From an optimization exercise on the open Yosys and OpenROAD flow, aimed at small area, a short achievable clock period and few clock cycles; shortcuts taken in it are not production practice.
RTL that was checked went through simulation tests only; none was proved equivalent to the original.
Power and IR drop assume default switching activity.

==> flow/design.v <==
package cled_pkg;
  localparam int MaxLen = 16;
  localparam int LenW = $clog2(MaxLen + 1);
  localparam int IdxW = (MaxLen > 1) ? $clog2(MaxLen) : 1;
  typedef enum logic [1:0] {
    OP_APPEND_A = 2'd0,
    OP_APPEND_B = 2'd1,
    OP_RUN      = 2'd2,
    OP_NONE     = 2'd3
  } op_t;
  typedef enum logic [1:0] {
    TAG_EQUAL  = 2'd0,
    TAG_DELETE = 2'd1,
    TAG_INSERT = 2'd2,
    TAG_WHOLE  = 2'd3
  } tag_t;
endpackage
module cled_ram #(
  parameter int Width = 8,
  parameter int Depth = 32
) (
  input  logic                     clk,
  input  logic                     we,
  input  logic [$clog2(Depth)-1:0] waddr,
  input  logic [Width-1:0]         wdata,
  input  logic [$clog2(Depth)-1:0] raddr,
  output logic [Width-1:0]         rdata
);
  logic [Width-1:0] mem [Depth];
  always_ff @(posedge clk) begin
    if (we) begin
      mem[waddr] <= wdata;
    end
    rdata <= mem[raddr];
  end
endmodule
module char_lcs_edit_script_unit (
  input  logic       clk,
  input  logic       rst,
  input  logic       start,
  output logic       busy,
  input  logic [1:0] op,
  input  logic [7:0] ch,
  output logic       strobe,
  output logic [1:0] tag,
  output logic [7:0] ch_res,
  output logic       last,
  output logic       overflow
);
  localparam int ML = cled_pkg::MaxLen;
  typedef enum logic [2:0] {
    S_IDLE,
    S_REF0,
    S_REF,
    S_TRACE,
    S_EMIT,
    S_FINAL
  } st_t;
  st_t state;
  logic        busy_r, strobe_r, last_r, dropped, tab_ok, pb_v, all_d, cur_k, at_m;
  logic        tw_v, tw_rec, d_r;
  logic [1:0]  tag_r;
  logic [7:0]  chres_r;
  logic [4:0]  len_a, len_b, ba, ta, ei;
  logic [3:0]  wslot, tw_slot;
  logic [15:0] prev_v, mt_r;
  logic [16:0] mask, cur_mask;
  logic [7:0]  mem_a [ML];
  logic [7:0]  mem_b [ML];
  logic [15:0] tab [ML];
  logic acc, acc_a, acc_b, acc_run, app_a, app_b;
  assign acc = start & ~busy_r & ~rst;
  assign acc_a = acc & (op == cled_pkg::OP_APPEND_A);
  assign acc_b = acc & (op == cled_pkg::OP_APPEND_B);
  assign acc_run = acc & (op == cled_pkg::OP_RUN);
  assign app_a = acc_a & ~len_a[4];
  assign app_b = acc_b & ~len_b[4];
  logic [7:0]  cmp_ch, rd_b;
  logic [15:0] mt;
  always_comb begin
    rd_b = mem_b[ba[3:0]];
    cmp_ch = (state == S_IDLE) ? ch : rd_b;
    for (int k = 0; k < ML; k++) mt[k] = (mem_a[k] == cmp_ch);
  end
  logic [15:0] vnew, hc;
  logic [15:0] gg [5];
  logic [15:0] pp [5];
  always_comb begin
    gg[0] = mt_r & ~prev_v;
    pp[0] = ~prev_v;
    for (int l = 0; l < 4; l++) begin
      for (int k = 0; k < ML; k++) begin
        if (k >= (1 << l)) begin
          gg[l+1][k] = gg[l][k] | (pp[l][k] & gg[l][k-(1<<l)]);
          pp[l+1][k] = pp[l][k] & pp[l][k-(1<<l)];
        end else begin
          gg[l+1][k] = gg[l][k];
          pp[l+1][k] = pp[l][k];
        end
      end
    end
    hc = gg[4];
    vnew[0] = mt_r[0] | prev_v[0];
    for (int k = 1; k < ML; k++) vnew[k] = ~hc[k-1] & (mt_r[k] | prev_v[k]);
  end
  logic [16:0] mrow, sq, tt, newmask;
  logic        d;
  always_comb begin
    mrow = {mt_r, 1'b0};
    sq = {mt_r | prev_v, 1'b1} & mask;
    tt = sq;
    tt = tt | (tt >> 1);
    tt = tt | (tt >> 2);
    tt = tt | (tt >> 4);
    tt = tt | (tt >> 8);
    tt = tt | (tt >> 16);
    d = |(sq & mrow & ~(tt >> 1));
    newmask = (tt >> 1) | (sq & ~mrow);
  end
  logic [16:0] moh;
  logic [4:0]  mbin;
  always_comb begin
    moh = mask & ~(mask >> 1);
    for (int b = 0; b < 5; b++) begin
      mbin[b] = 1'b0;
      for (int k = 0; k < 17; k++) if (((k >> b) & 1) == 1) mbin[b] = mbin[b] | moh[k];
    end
  end
  logic       f_del, f_eq, f_ident, f_last;
  logic [1:0] f_tag;
  logic [7:0] f_ch;
  always_comb begin
    f_del = newmask[1];
    f_eq = ~tt[2] & sq[1] & mrow[1];
    f_ident = all_d & f_eq & (len_a == len_b);
    f_last = ~f_del && (len_b == 5'd1) && (f_eq ? (len_a == 5'd1) : (len_a == '0));
    f_ch = (f_del | f_eq) ? mem_a[0] : mem_b[0];
    f_tag = f_del ? cled_pkg::TAG_DELETE : (f_eq ? cled_pkg::TAG_EQUAL : cled_pkg::TAG_INSERT);
  end
  logic [4:0]  ei1, ni;
  logic        del, eqs, step, lastn, ident;
  logic [1:0]  etag;
  logic [7:0]  ech;
  logic [15:0] rec;
  logic [16:0] rec_mask;
  always_comb begin
    rec = tab[ta[3:0]];
    for (int k = 0; k < 17; k++) rec_mask[k] = (5'(k) <= rec[4:0]);
    ei1 = ei + 5'd1;
    del = at_m ? (ei < len_a) : (cur_mask[ei1[3:0]] & ~ei1[4]) | (cur_mask[16] & ei1 == 5'd16);
    eqs = ~del & cur_k;
    step = ~del;
    ni = (del | eqs) ? ei1 : ei;
    lastn = ((del | eqs) ? (ei1 == len_a) : (ei == len_a)) && (step ? (ta == len_b) : at_m);
    ech = (del | eqs) ? mem_a[ei[3:0]] : rd_b;
    etag = del ? cled_pkg::TAG_DELETE : (eqs ? cled_pkg::TAG_EQUAL : cled_pkg::TAG_INSERT);
    ident = all_d & ~mask[1] & (len_a == len_b);
  end
  always_ff @(posedge clk) begin
    if (rst) begin
      state <= S_IDLE;
      busy_r <= 1'b0;
      strobe_r <= 1'b0;
      len_a <= '0;
      len_b <= '0;
      dropped <= 1'b0;
      tab_ok <= 1'b1;
      pb_v <= 1'b0;
    end else begin
      pb_v <= app_b;
      if (app_a) begin
        len_a <= len_a + 5'd1;
        if (len_b != '0) tab_ok <= 1'b0;
      end
      if (app_b) len_b <= len_b + 5'd1;
      if ((acc_a & len_a[4]) | (acc_b & len_b[4])) dropped <= 1'b1;
      case (state)
        S_IDLE:
          if (acc_run) begin
            busy_r <= 1'b1;
            if (len_b == '0) state <= S_EMIT;
            else if (tab_ok) state <= S_TRACE;
            else state <= S_REF0;
          end
        S_REF0: state <= S_REF;
        S_REF: if ({1'b0, wslot} == len_b - 5'd1) state <= S_TRACE;
        S_TRACE:
          if (wslot == 4'd0) begin
            strobe_r <= 1'b1;
            state <= (f_ident || f_last) ? S_FINAL : S_EMIT;
          end
        S_EMIT: begin
          strobe_r <= 1'b1;
          if (ident || lastn) state <= S_FINAL;
        end
        S_FINAL: begin
          strobe_r <= 1'b0;
          busy_r <= 1'b0;
          state <= S_IDLE;
          len_a <= '0;
          len_b <= '0;
          dropped <= 1'b0;
          tab_ok <= 1'b1;
        end
        default: state <= S_IDLE;
      endcase
    end
  end
  always_ff @(posedge clk) begin
    if (tw_v) tab[tw_slot] <= tw_rec ? {10'd0, d_r, mbin} : prev_v;
    tw_v <= pb_v | (state == S_REF) | (state == S_TRACE);
    tw_slot <= wslot;
    tw_rec <= (state == S_TRACE);
  end
  always_ff @(posedge clk) begin
    if (app_a) mem_a[len_a[3:0]] <= ch;
    if (app_b) mem_b[len_b[3:0]] <= ch;
    if (state == S_IDLE && len_b == '0) prev_v <= '0;
    else if (pb_v) prev_v <= vnew;
    case (state)
      S_IDLE: begin
        if (app_b) begin
          mt_r <= mt;
          wslot <= len_b[3:0];
        end
        for (int k = 0; k < 17; k++) mask[k] <= (5'(k) <= len_a);
        all_d <= 1'b1;
        ei <= '0;
        if (tab_ok && len_b != '0) begin
          ba <= len_b - 5'd2;
          ta <= len_b - 5'd2;
        end else begin
          ba <= '0;
          ta <= 5'd1;
        end
        at_m <= (len_b == '0);
      end
      S_REF0: begin
        prev_v <= '0;
        mt_r <= mt;
        ba <= ba + 5'd1;
        wslot <= '0;
      end
      S_REF: begin
        prev_v <= vnew;
        if ({1'b0, wslot} == len_b - 5'd1) begin
          ba <= {1'b0, wslot} - 5'd1;
          ta <= {1'b0, wslot} - 5'd1;
        end else begin
          mt_r <= mt;
          ba <= ba + 5'd1;
          wslot <= wslot + 4'd1;
        end
      end
      S_TRACE: begin
        prev_v <= rec;
        mt_r <= mt;
        wslot <= wslot - 4'd1;
        mask <= newmask;
        d_r <= d;
        all_d <= all_d & d;
        if (wslot == 4'd0) begin
          ei <= (f_del | f_eq) ? 5'd1 : 5'd0;
          if (f_del) begin
            ba <= '0;
            ta <= 5'd1;
            cur_mask <= newmask;
            cur_k <= d;
            at_m <= 1'b0;
          end else begin
            ba <= 5'd1;
            ta <= 5'd2;
            cur_mask <= mask;
            cur_k <= d_r;
            at_m <= (len_b == 5'd1);
          end
          if (f_ident) begin
            tag_r <= cled_pkg::TAG_WHOLE;
            chres_r <= '0;
            last_r <= 1'b1;
          end else begin
            tag_r <= f_tag;
            chres_r <= f_ch;
            last_r <= f_last;
          end
        end else begin
          ba <= ba - 5'd1;
          ta <= ta - 5'd1;
        end
      end
      S_EMIT: begin
        ei <= ni;
        if (step) begin
          ba <= ta;
          ta <= ta + 5'd1;
          cur_mask <= rec_mask;
          cur_k <= rec[5];
          at_m <= (ta == len_b);
        end
        if (ident) begin
          tag_r <= cled_pkg::TAG_WHOLE;
          chres_r <= '0;
          last_r <= 1'b1;
        end else begin
          tag_r <= etag;
          chres_r <= ech;
          last_r <= lastn;
        end
      end
      default: ;
    endcase
  end
  assign busy = busy_r;
  assign strobe = strobe_r;
  assign tag = tag_r;
  assign ch_res = chres_r;
  assign last = last_r;
  assign overflow = dropped;
endmodule
==> flow/config.mk <==
export PLATFORM = sky130hd
export DESIGN_NAME = char_lcs_edit_script_unit
export DESIGN_NICKNAME = char_lcs_edit_script_unit
export VERILOG_FILES = /design/flow/design.v
export SDC_FILE = /design/flow/constraint.sdc
export NUM_CORES = 4
export LEC_CHECK = 0
export CAP_MARGIN = 20
export CORE_MARGIN = 2
export CORE_UTILIZATION = 40
export SETUP_SLACK_MARGIN = 4.6
export SLEW_MARGIN = 20
==> flow/constraint.sdc <==
create_clock -name core_clock -period 7.5 [get_ports {clk}]
set_input_delay 1.5000 -clock core_clock [delete_from_list [all_inputs] [get_ports {clk}]]
set_output_delay 1.5000 -clock core_clock [all_outputs]
set_load 0.01 [all_outputs]
run.sh (not shown) runs the stock make flow with config.mk's settings and CLKGATE_MAP_FILE= SYNTH_SCRIPT=/design/flow/synth_recipe.tcl, a recipe that flattens the netlist after the stock synthesis.
The starting point ran to the end with no violations.
Testbench counts at the start, summed over its fixed seeds: cycles 15,636.
Next try:
--- a/flow/design.v
+++ b/flow/design.v
@@ -144,9 +144,11 @@
   logic [15:0] rec;
   logic [16:0] rec_mask;
+  logic [15:0] cm_hi;
   always_comb begin
     rec = tab[ta[3:0]];
     for (int k = 0; k < 17; k++) rec_mask[k] = (5'(k) <= rec[4:0]);
     ei1 = ei + 5'd1;
-    del = at_m ? (ei < len_a) : (cur_mask[ei1[3:0]] & ~ei1[4]) | (cur_mask[16] & ei1 == 5'd16);
+    cm_hi = cur_mask[16:1];
+    del = at_m ? (ei < len_a) : (cm_hi[ei[3:0]] & ~ei[4]);
     eqs = ~del & cur_k;
     step = ~del;
The new run completed with no timing, DRC or antenna violations; critical path depth came out lower by 2; final cell count came out lower by about 1.7%; power came out lower by about 15%; routed wire length came out lower by about 3%; worst setup slack gets better by 0.053 ns.
Testbench counts after the change, summed over its fixed seeds: cycles 15,636.

char_lcs_edit_script_unit, a different RTL version from the one above (not shown whole).
For scale: about 650 flip-flops, about 27 I/O pins.
make LEC_CHECK=0 CAP_MARGIN=20 CORE_MARGIN=2 CORE_UTILIZATION=40 SETUP_SLACK_MARGIN=4.8 SLEW_MARGIN=20 finish   # period 7.5 ns
==> next run, changes <==
--- a/flow/design.v
+++ b/flow/design.v
@@ -50,43 +50,47 @@
   localparam int ML = cled_pkg::MaxLen;
   typedef enum logic [2:0] {
     S_IDLE,
     S_REF0,
     S_REF,
     S_TRACE,
     S_EMIT,
     S_FINAL
   } st_t;
   st_t state;
-  logic        busy_r, strobe_r, last_r, dropped, tab_ok, pb_v, all_d, cur_k, at_m;
-  logic        tw_v, tw_rec, d_r, del_r;
+  logic        busy_r, strobe_r, last_r, dropped, tab_ok, all_d, cur_k, at_m;
+  logic        pa, pb, pr, pb2, del_r;
+  logic [7:0]  ch_r;
+  logic        tw_v, tw_rec, d_r;
   logic [1:0]  tag_r;
   logic [7:0]  chres_r;
   logic [4:0]  len_a, len_b, ba, ta, ei;
   logic [3:0]  wslot, tw_slot, lbm1;
   logic [15:0] prev_v, mt_r;
   logic [16:0] mask, cur_mask;
   logic [7:0]  mem_a [ML];
   logic [7:0]  mem_b [ML];
   logic [15:0] tab [ML];
-  logic acc, acc_a, acc_b, acc_run, app_a, app_b;
+  logic acc, acc_a, acc_b, acc_run, app_a, app_b, full_a, full_b;
+  assign full_a = len_a[4] | ((len_a == 5'd15) & pa);
+  assign full_b = len_b[4] | ((len_b == 5'd15) & pb);
   assign acc = start & ~busy_r & ~rst;
   assign acc_a = acc & (op == cled_pkg::OP_APPEND_A);
   assign acc_b = acc & (op == cled_pkg::OP_APPEND_B);
   assign acc_run = acc & (op == cled_pkg::OP_RUN);
-  assign app_a = acc_a & ~len_a[4];
-  assign app_b = acc_b & ~len_b[4];
+  assign app_a = acc_a & ~full_a;
+  assign app_b = acc_b & ~full_b;
   logic [7:0]  cmp_ch, rd_b;
   logic [15:0] mt;
   always_comb begin
     rd_b = mem_b[ba[3:0]];
-    cmp_ch = (state == S_IDLE) ? ch : rd_b;
+    cmp_ch = (state == S_IDLE) ? ch_r : rd_b;
     for (int k = 0; k < ML; k++) mt[k] = (mem_a[k] == cmp_ch);
   end
   logic [15:0] vnew, hc;
   logic [15:0] gg [5];
   logic [15:0] pp [5];
   always_comb begin
     gg[0] = mt_r & ~prev_v;
     pp[0] = ~prev_v;
     for (int l = 0; l < 4; l++) begin
       for (int k = 0; k < ML; k++) begin
@@ -166,36 +170,42 @@
   end
   always_ff @(posedge clk) begin
     if (rst) begin
       state <= S_IDLE;
       busy_r <= 1'b0;
       strobe_r <= 1'b0;
       len_a <= '0;
       len_b <= '0;
       dropped <= 1'b0;
       tab_ok <= 1'b1;
-      pb_v <= 1'b0;
+      pa <= 1'b0;
+      pb <= 1'b0;
+      pr <= 1'b0;
+      pb2 <= 1'b0;
     end else begin
-      pb_v <= app_b;
-      if (app_a) begin
+      pa <= app_a;
+      pb <= app_b;
+      pr <= acc_run;
+      pb2 <= pb;
+      if (acc_run) busy_r <= 1'b1;
+      if (pa) begin
         len_a <= len_a + 5'd1;
         if (len_b != '0) tab_ok <= 1'b0;
       end
-      if (app_b) begin
+      if (pb) begin
         len_b <= len_b + 5'd1;
         lbm1 <= len_b[3:0];
       end
-      if ((acc_a & len_a[4]) | (acc_b & len_b[4])) dropped <= 1'b1;
+      if ((acc_a & full_a) | (acc_b & full_b)) dropped <= 1'b1;
       case (state)
         S_IDLE:
-          if (acc_run) begin
-            busy_r <= 1'b1;
+          if (pr) begin
             if (len_b == '0) state <= S_EMIT;
             else if (tab_ok) state <= S_TRACE;
             else state <= S_REF0;
           end
         S_REF0: state <= S_REF;
         S_REF: if (wslot == lbm1) state <= S_TRACE;
         S_TRACE:
           if (wslot == 4'd0) begin
             strobe_r <= 1'b1;
             state <= (f_ident || f_last) ? S_FINAL : S_EMIT;
@@ -212,32 +222,33 @@
           len_b <= '0;
           dropped <= 1'b0;
           tab_ok <= 1'b1;
         end
         default: state <= S_IDLE;
       endcase
     end
   end
   always_ff @(posedge clk) begin
     if (tw_v) tab[tw_slot] <= tw_rec ? {10'd0, d_r, mbin} : prev_v;
-    tw_v <= pb_v | (state == S_REF) | (state == S_TRACE);
+    tw_v <= pb2 | (state == S_REF) | (state == S_TRACE);
     tw_slot <= wslot;
     tw_rec <= (state == S_TRACE);
   end
   always_ff @(posedge clk) begin
-    if (app_a) mem_a[len_a[3:0]] <= ch;
-    if (app_b) mem_b[len_b[3:0]] <= ch;
+    ch_r <= ch;
+    if (pa) mem_a[len_a[3:0]] <= ch_r;
+    if (pb) mem_b[len_b[3:0]] <= ch_r;
     if (state == S_IDLE && len_b == '0) prev_v <= '0;
-    else if (pb_v) prev_v <= vnew;
+    else if (pb2) prev_v <= vnew;
     case (state)
       S_IDLE: begin
-        if (app_b) begin
+        if (pb) begin
           mt_r <= mt;
           wslot <= len_b[3:0];
         end
         for (int k = 0; k < 17; k++) mask[k] <= (5'(k) <= len_a);
         all_d <= 1'b1;
         ei <= '0;
         if (tab_ok && len_b != '0) begin
           ba <= len_b - 5'd2;
           ta <= len_b - 5'd2;
         end else begin
Outcome:
- critical path depth fell by 1
- register-to-register slack gains 260 ps
- sequential share of layout area fell by 1.3 points
- cell area rose by 3.6%
- via count rose by about 12%
- count of clock-buffer cells in the layout rose by 1
- die area rose by 5.4%
- power rose by about 17%
- core utilization fell by 0.52 points
- routed wire length rose by about 13%
- flip-flop and latch count rose by 11
- global-route usage rose by 1.4 points
- hold slack gains 54 ps
Function was not checked in any run of this note: the RTL went through the layout flow alone.

separate check: timing with driven ports:
How much do the figures lean on ideal ports? The routed layouts below were timed once more, with nothing changed but the port constraints.
Step 1 sets driving cells, clkbuf_16 on the clock port and buf_2 on the other inputs (assumed; they add their load-dependent delay and slew).
Step 2 times the ports against the registers' clock, not the clock port: input delays grow and output delays shrink by t, the midpoint of the rising clock arrivals with the driver on.
Slacks: ideal ports / drivers / drivers and shift; pairs: ideal ports / drivers.
| run | t (ns) | setup WS [ns] | latest minus earliest clock arrival (ns) | slew at the worst register clock pin (ns) |
|---|---|---|---|---|
| the first run of note 1 | 0.671 | 4.583 / 4.581 / 3.998 | 0.029 / 0.030 | 0.07 / 0.07 |
| the second run of note 1 | 0.666 | 4.635 / 4.619 / 4.005 | 0.022 / 0.022 | 0.07 / 0.07 |
| the first run of note 2 | 0.669 | 4.233 / 4.233 / 4.112 | 0.025 / 0.025 | 0.07 / 0.07 |
| the second run of note 2 | 0.680 | 4.488 / 4.488 / 4.488 | 0.037 / 0.037 | 0.07 / 0.07 |
After both steps every run listed still meets setup and hold. For the second run of note 1, which loses most, drivers alone change the setup slack by -0.016 ns; drivers and shift together by -0.630 ns.
